From an optimization exercise on the open Yosys and OpenROAD flow, aimed at small area; shortcuts taken in it are not production practice. Only simulation tests tie the RTL to the original design; equivalence was not proved. Power is estimated from default activity; no workload was simulated. No driver is modelled on the clock port, so clocking that relies on it looks cheaper here than on a real chip.

Design ahb_lite_slave, start of the top module:
module ahb_lite_slave (
  input  logic                    tb_clk,
  input  logic                    rst_i,
  input  logic                    hsel_i,
  input  logic [8-1:0]  haddr_i,
  input  ahb_pkg::htrans_e        htrans_i,
  input  ahb_pkg::hsize_e         hsize_i,
  input  logic                    hwrite_i,
  input  logic [32-1:0]  hwdata_i,
  output logic [32-1:0]  hrdata_o,
  output logic                    hready_o,
  output logic                    hresp_o
);
Size in the first run: about 1500 cells after synthesis, about 520 flip-flops, ~83 I/O pins, about 18000 µm² of cells after synthesis.
clock: 6.5 ns
lec_check: 0
cap_margin: 0
core_margin: 2
core_utilization: 60
place_density: 0.7
slew_margin: 0
synth_hierarchical: 1
standard.sh (not shown) runs the stock make flow with config.mk's settings and CLKGATE_MAP_FILE= SYNTH_SCRIPT=/design/flow/synth_recipe.tcl, a recipe that flattens the netlist after the stock synthesis.
==> flow/flow/run.sh <==
#!/bin/bash
# Standard layout, with small port buffers and a clock tree of larger sink clusters without
# dummy loads. Each tool's output goes to a log of its own in this folder.
set -euo pipefail
export BUFFER_PORTS_ARGS="-buffer_cell sky130_fd_sc_hd__buf_1"
export CTS_ARGS="-sink_clustering_enable -repair_clock_nets -dont_use_dummy_load -sink_clustering_size 30 -sink_clustering_max_diameter 100"
bash standard.sh > standard_make.log 2>&1
The first run completed with no timing, DRC or antenna violations.
Change:
--- a/flow/flow/run.sh
+++ b/flow/flow/run.sh
@@ -6 +6 @@
-export CTS_ARGS="-sink_clustering_enable -repair_clock_nets -dont_use_dummy_load -sink_clustering_size 30 -sink_clustering_max_diameter 100"
+export CTS_ARGS="-sink_clustering_enable -repair_clock_nets -dont_use_dummy_load -sink_clustering_size 34 -sink_clustering_max_diameter 80"
Result: The new run passed the timing, DRC and antenna checks. Routed wire length falls slightly. Die area is unchanged. Non-clock buffer count does not change. Clock-buffer cell count falls by 2. Clock skew falls by 20 ps. Cell area is about the same. Global-route usage falls by 0.17 points. Cell count hardly moves. Setup slack improved by 40 ps.
Change:
--- a/flow/flow/run.sh
+++ b/flow/flow/run.sh
@@ -6 +6 @@
-export CTS_ARGS="-sink_clustering_enable -repair_clock_nets -dont_use_dummy_load -sink_clustering_size 34 -sink_clustering_max_diameter 80"
+export CTS_ARGS="-sink_clustering_enable -repair_clock_nets -dont_use_dummy_load -sink_clustering_size 32 -sink_clustering_max_diameter 80"
CORE_UTILIZATION = 70   (was 60)
PLACE_DENSITY = 0.78   (was 0.7)
Combinational power shrinks by about 2%.
Hold slack degrades by 6.5 ps.
Non-clock buffer count does not change.
Global-route usage grows by 4.1 points.
Design area stays flat.
Total power grows by 0.58%.
Clock skew grows by 31 ps.
Sequential share of layout area grows by 0.14 points.
Core utilization grows by 11 points.
Area after synthesis is unchanged.
Clock power stays flat.

* * *

Setup of red:
ahb_lite_slave, a different RTL version from the one above (not shown whole).
Size in the first run: about 1500 cells after synthesis, ~520 flip-flops, ~83 I/O pins, roughly 18000 sq um of cells after synthesis.
Design ahb_lite_slave, start of the top module:
module ahb_lite_slave (
  input  logic                    tb_clk,
  input  logic                    rst_i,
  input  logic                    hsel_i,
  input  logic [8-1:0]  haddr_i,
  input  ahb_pkg::htrans_e        htrans_i,
  input  ahb_pkg::hsize_e         hsize_i,
  input  logic                    hwrite_i,
  input  logic [32-1:0]  hwdata_i,
  output logic [32-1:0]  hrdata_o,
  output logic                    hready_o,
  output logic                    hresp_o
);
make LEC_CHECK=0 CAP_MARGIN=20 CORE_MARGIN=2 CORE_UTILIZATION=70 PLACE_DENSITY=0.8 SLEW_MARGIN=20 SYNTH_HIERARCHICAL=1 finish   # period 6.5 ns
run.sh (not shown) runs the stock make flow with config.mk's settings and CLKGATE_MAP_FILE= SYNTH_SCRIPT=/design/flow/synth_recipe.tcl, a recipe that flattens the netlist after the stock synthesis.
Stock flow here: none of the scripts above is used.
The following lists how blue was set up differently from red:
==> flow/flow/run.sh (new file) <==
#!/bin/bash
# Standard layout, with small port buffers and a clock tree of larger sink clusters without
# dummy loads. Each tool's output goes to a log of its own in this folder.
set -euo pipefail
export BUFFER_PORTS_ARGS="-buffer_cell sky130_fd_sc_hd__buf_1"
export CTS_ARGS="-sink_clustering_enable -repair_clock_nets -dont_use_dummy_load -sink_clustering_size 30 -sink_clustering_max_diameter 100"
bash standard.sh > standard_make.log 2>&1
==> flow/standard.sh (new file) <==
#!/bin/bash
# synth_recipe.tcl (not shown) runs the flow's synth.tcl, then flattens the netlist and writes it again
# the make line also repeats each setting of config.mk as NAME=value (left out here)
make -C /OpenROAD-flow-scripts/flow DESIGN_CONFIG=/design/flow/config.mk WORK_HOME=/design/flow/orfs CLKGATE_MAP_FILE= SYNTH_SCRIPT=/design/flow/synth_recipe.tcl "${@:-finish}"
==> flow/config.mk <==
export PLATFORM = sky130hd
export DESIGN_NAME = ahb_lite_slave
export DESIGN_NICKNAME = ahb_lite_slave
export VERILOG_FILES = /design/flow/design.v
export SDC_FILE = /design/flow/constraint.sdc
export NUM_CORES = 4
export LEC_CHECK = 0
export CAP_MARGIN = 0
export CORE_MARGIN = 2
export CORE_UTILIZATION = 60
export PLACE_DENSITY = 0.7
export SLEW_MARGIN = 0
export SYNTH_HIERARCHICAL = 1
removed: flow/run.sh
Results
Per the comparison of blue with red, sum of routed wire segments on met1 climbed 5.5%, post-layout worst setup margin shows an increase of 0.36 ns.
Comparing transition time of the tightest slew-check pin for blue and red, the smaller number came from red.
Input changes introduced in green (baseline for comparison: blue):
==> flow/config.mk <==
export PLATFORM = sky130hd
export DESIGN_NAME = ahb_lite_slave
export DESIGN_NICKNAME = ahb_lite_slave
export VERILOG_FILES = /design/flow/design.v
export SDC_FILE = /design/flow/constraint.sdc
export NUM_CORES = 4
export LEC_CHECK = 0
export CAP_MARGIN = 20
export CORE_MARGIN = 2
export CORE_UTILIZATION = 60
export PLACE_DENSITY = 0.7
export SLEW_MARGIN = 20
export SYNTH_HIERARCHICAL = 1
blue -> green: count of pins over their slew limit delta 0, exact match
Looking at start point of the critical path, the u_addr_phase.dp_idx_o[1] result is from green; the u_addr_phase.dp_idx_o[3] one comes from blue.
Between green and blue, it is green whose clock skew is lower, by 0.0063 ns.
Final critical-path share of the clock period in green is 0.28 points below blue.
There was hardly any difference in overall power between green and blue.
Setup slack delta (green − blue): favourable

* * *

Another version of the RTL of ahb_lite_slave (not shown whole).
Size in the first run: about 1500 cells after synthesis, roughly 83 I/O pins, roughly 18000 sq um of cells after synthesis.
clock: 6.5 ns
lec_check: 0
cap_margin: 0
core_margin: 2
core_utilization: 60
gpl_timing_driven: 0
place_density: 0.7
slew_margin: 0
synth_hierarchical: 1
standard.sh (not shown) runs the stock make flow with config.mk's settings and CLKGATE_MAP_FILE= SYNTH_SCRIPT=/design/flow/synth_recipe.tcl, a recipe that flattens the netlist after the stock synthesis.
==> flow/flow/run.sh <==
#!/bin/bash
# Standard layout, with small port buffers and a clock tree of larger sink clusters without
# dummy loads. Each tool's output goes to a log of its own in this folder.
set -euo pipefail
export BUFFER_PORTS_ARGS="-buffer_cell sky130_fd_sc_hd__buf_1"
export CTS_ARGS="-sink_clustering_enable -repair_clock_nets -dont_use_dummy_load -sink_clustering_size 30 -sink_clustering_max_diameter 100"
bash standard.sh > standard_make.log 2>&1
Edit:
Settings changed: GPL_TIMING_DRIVEN 0 to unset.
What happened: Power stays flat. Global-route usage hardly moves. Final area is about the same. Setup slack loses 0.012 ns.

==> separate check: timing with driven ports <==
The results above use ideal ports. As a check the final layouts listed here were re-extracted and re-timed, cells and wires unchanged.
Step 1 sets driving cells, clkbuf_16 on the clock port and buf_2 on the other inputs (assumed; they add their load-dependent delay and slew).
Step 2, shift: input delay + t, output delay - t, t = (earliest + latest rising clock arrival at the registers) / 2. This alone moves slack from input paths to output paths.
a / b / c = ideal ports / drivers / drivers and shift; a / b = the first two.
run	t, ns	slack for setup (ns)	latest minus earliest clock arrival (ns)	worst slew at a driven data input, ns
the first run of note 1	0.592	2.040 / 1.987 / 2.579	0.046 / 0.046	0.05
the second run of note 1	0.587	2.080 / 2.026 / 2.612	0.026 / 0.027	0.05
the third run of note 1	0.576	2.028 / 1.977 / 2.323	0.063 / 0.063	0.09
red	0.605	1.304 / 1.251 / 1.856	0.020 / 0.019	0.05
blue	0.584	1.667 / 1.614 / 2.197	0.046 / 0.047	0.04
green	0.591	1.685 / 1.634 / 2.225	0.045 / 0.045	0.04
the first run of note 3	0.589	2.019 / 1.966 / 2.349	0.041 / 0.041	0.04
the second run of note 3	0.594	2.006 / 1.952 / 2.457	0.046 / 0.046	0.04
After both steps every run listed still meets setup and hold.
